This design comes from an exercise in tuning for small area on the open sky130 flow, not from production work.
The RTL was checked by simulation tests, not by an equivalence proof against the original design.
Power figures rest on the tool's default switching activity, not on a simulated workload.

Setup of rev 12:
Design s64_core, start of the top module:
module s64_core (
    input  logic                clk_i,
    input  logic                rst_i,
    input  logic                ack_i,
    input  logic [64-1:0]  dat_i,
    output logic [61-1:0] adr_o,
    output logic                cyc_o,
    output logic                we_o,
    output logic                vpa_o,
    output logic [64-1:0]  dat_o
);
Size: about 4800 cells after synthesis, ~860 flip-flops, ~0.043 mm² of cells after synthesis.
make LEC_CHECK=0 CAP_MARGIN=20 CORE_MARGIN=2 CORE_UTILIZATION=40 CTS_CLUSTER_DIAMETER=100 CTS_CLUSTER_SIZE=20 SLEW_MARGIN=20 finish   # period 10.0 ns
run.sh (not shown) runs the stock make flow with config.mk's settings and CLKGATE_MAP_FILE= SYNTH_SCRIPT=/design/flow/synth_recipe.tcl, a recipe that flattens the netlist after the stock synthesis.
Input changes introduced in rev 13 (baseline for comparison: rev 12):
==> flow/flow/run.sh (new file) <==
#!/bin/bash
# Own layout flow: the standard layout (standard.sh), with three changes.
#  - Synthesis is ORFS's synthesis exactly as synth_recipe.tcl runs it, except
#    that the combinational logic is mapped with an area-oriented ABC script
#    (flow/abc_area.script) and without the full/half-adder extraction.
#    Registers (names, count, cell types) come from the same steps as the
#    standard synthesis, which all run before ABC.
#  - Ports are buffered with sky130_fd_sc_hd__buf_1.
#  - Clock tree synthesis clusters up to 20 sinks within 100 um and inserts
#    no dummy loads.
# Each tool writes its full output to its own log under orfs/logs; make's
# output goes to flow_make.log in this folder.
set -euo pipefail
W=$(pwd)
sed 's#log_cmd abc {\*}$abc_args#log_cmd abc -script '"$W"'/flow/abc_area.script {*}$lib_args {*}$lib_dont_use_args -constr $::env(OBJECTS_DIR)/abc.constr -D 10000#' \
    "$FLOW_HOME/scripts/synth.tcl" > "$W/own_synth_body.tcl"
grep -q "flow/abc_area.script" "$W/own_synth_body.tcl"
sed 's#source $::env(SCRIPTS_DIR)/synth.tcl#source '"$W"'/own_synth_body.tcl#' \
    "$W/synth_recipe.tcl" > "$W/own_synth.tcl"
grep -q "own_synth_body.tcl" "$W/own_synth.tcl"
bash "$W/standard.sh" SYNTH_SCRIPT="$W/own_synth.tcl" ADDER_MAP_FILE= \
    BUFFER_PORTS_ARGS="-buffer_cell sky130_fd_sc_hd__buf_1" \
    CTS_ARGS="-sink_clustering_enable -repair_clock_nets -sink_clustering_size 20 -sink_clustering_max_diameter 100 -dont_use_dummy_load" \
    finish > "$W/flow_make.log" 2>&1
test -f "$W/out/final.def"
==> flow/flow/abc_area.script (new file) <==
&get -n
&st
&dch
&nf -R 1000
&put
topo
stime -c
==> flow/standard.sh (new file) <==
#!/bin/bash
# synth_recipe.tcl (not shown) runs the flow's synth.tcl, then flattens the netlist and writes it again
# the make line also repeats each setting of config.mk as NAME=value (left out here)
make -C /OpenROAD-flow-scripts/flow DESIGN_CONFIG=/design/flow/config.mk WORK_HOME=/design/flow/orfs CLKGATE_MAP_FILE= SYNTH_SCRIPT=/design/flow/synth_recipe.tcl "${@:-finish}"
removed: flow/run.sh
[summary]
- [compare] base=rev 12 new=rev 13: number of fill cells now sits lower, post-cts repair resize count now sits at about the same level, count of clock-buffer cells in the layout now sits lower.
- On rev 13: first-iteration DRC count is about 9% lower than what rev 12 gave.
- The setup slack after layout of rev 13 was inferior to that of rev 12.
- Largest stage delay on the critical path sits lower in rev 13 than in rev 12.
- Summary: total wirelength of the detailed-routed design, rev 13 better than rev 12

---

Another version of the RTL of s64_core (not shown whole).
Size: ~5100 cells after synthesis, about 200 I/O pins.
==> flow/config.mk <==
export PLATFORM = sky130hd
export DESIGN_NAME = s64_core
export DESIGN_NICKNAME = s64_core
export VERILOG_FILES = /design/flow/design.v
export SDC_FILE = /design/flow/constraint.sdc
export NUM_CORES = 4
export LEC_CHECK = 0
export CAP_MARGIN = 20
export CORE_MARGIN = 2
export CORE_UTILIZATION = 40
export CTS_BUF_LIST = sky130_fd_sc_hd__clkbuf_4
export SLEW_MARGIN = 20
==> flow/constraint.sdc <==
create_clock -name core_clock -period 10.0 [get_ports {clk_i}]
set_input_delay 2.0000 -clock core_clock [delete_from_list [all_inputs] [get_ports {clk_i}]]
set_output_delay 2.0000 -clock core_clock [all_outputs]
set_load 0.01 [all_outputs]
Stock flow here: none of the scripts above is used.
Then changed:
- CTS_BUF_LIST: sky130_fd_sc_hd__clkbuf_4 -> default
- The changed run produced a clean layout
- design area is about the same
- global-route usage shrinks by 0.31 points
- via count decreases by 1.6%
- clock-buffer cell count came out lower by 225
- worst setup slack gains 60 ps
- total power rises by 5.1%
- cell count drops by about 4%
- synthesized cell count stays the same

## what the ideal ports hide
In the flow no input, the clock included, has a driving cell. The finished layouts below were timed again as built, in two steps. Step 1 assumes that a clkbuf_16 drives the clock port and a buf_2 every other input. Step 2 times the ports against the registers' clock, not the clock port: input delays grow and output delays shrink by t, the midpoint of the rising clock arrivals with the driver on. Three values: ideal ports, drivers, drivers and shift; two values: the first two.
run | t, ns | setup WS [ns] | hold WS [ns] | clock arrival spread, ns | slew at the worst register clock pin (ns)
rev 12 | 0.750 | 1.401 / 1.327 / 2.077 | 0.460 / 0.460 / 0.460 | 0.036 / 0.036 | 0.10 / 0.10
rev 13 | 0.699 | 0.748 / 0.674 / 1.373 | 0.475 / 0.475 / 0.475 | 0.074 / 0.074 | 0.10 / 0.10
the first run of note 2 | 1.250 | 1.514 / 1.514 / 1.514 | 0.451 / 0.451 / 0.451 | 0.097 / 0.096 | 0.08 / 0.08
the second run of note 2 | 0.774 | 1.573 / 1.573 / 1.573 | 0.450 / 0.450 / 0.450 | 0.042 / 0.041 | 0.08 / 0.08
After both steps every run listed still meets setup and hold.
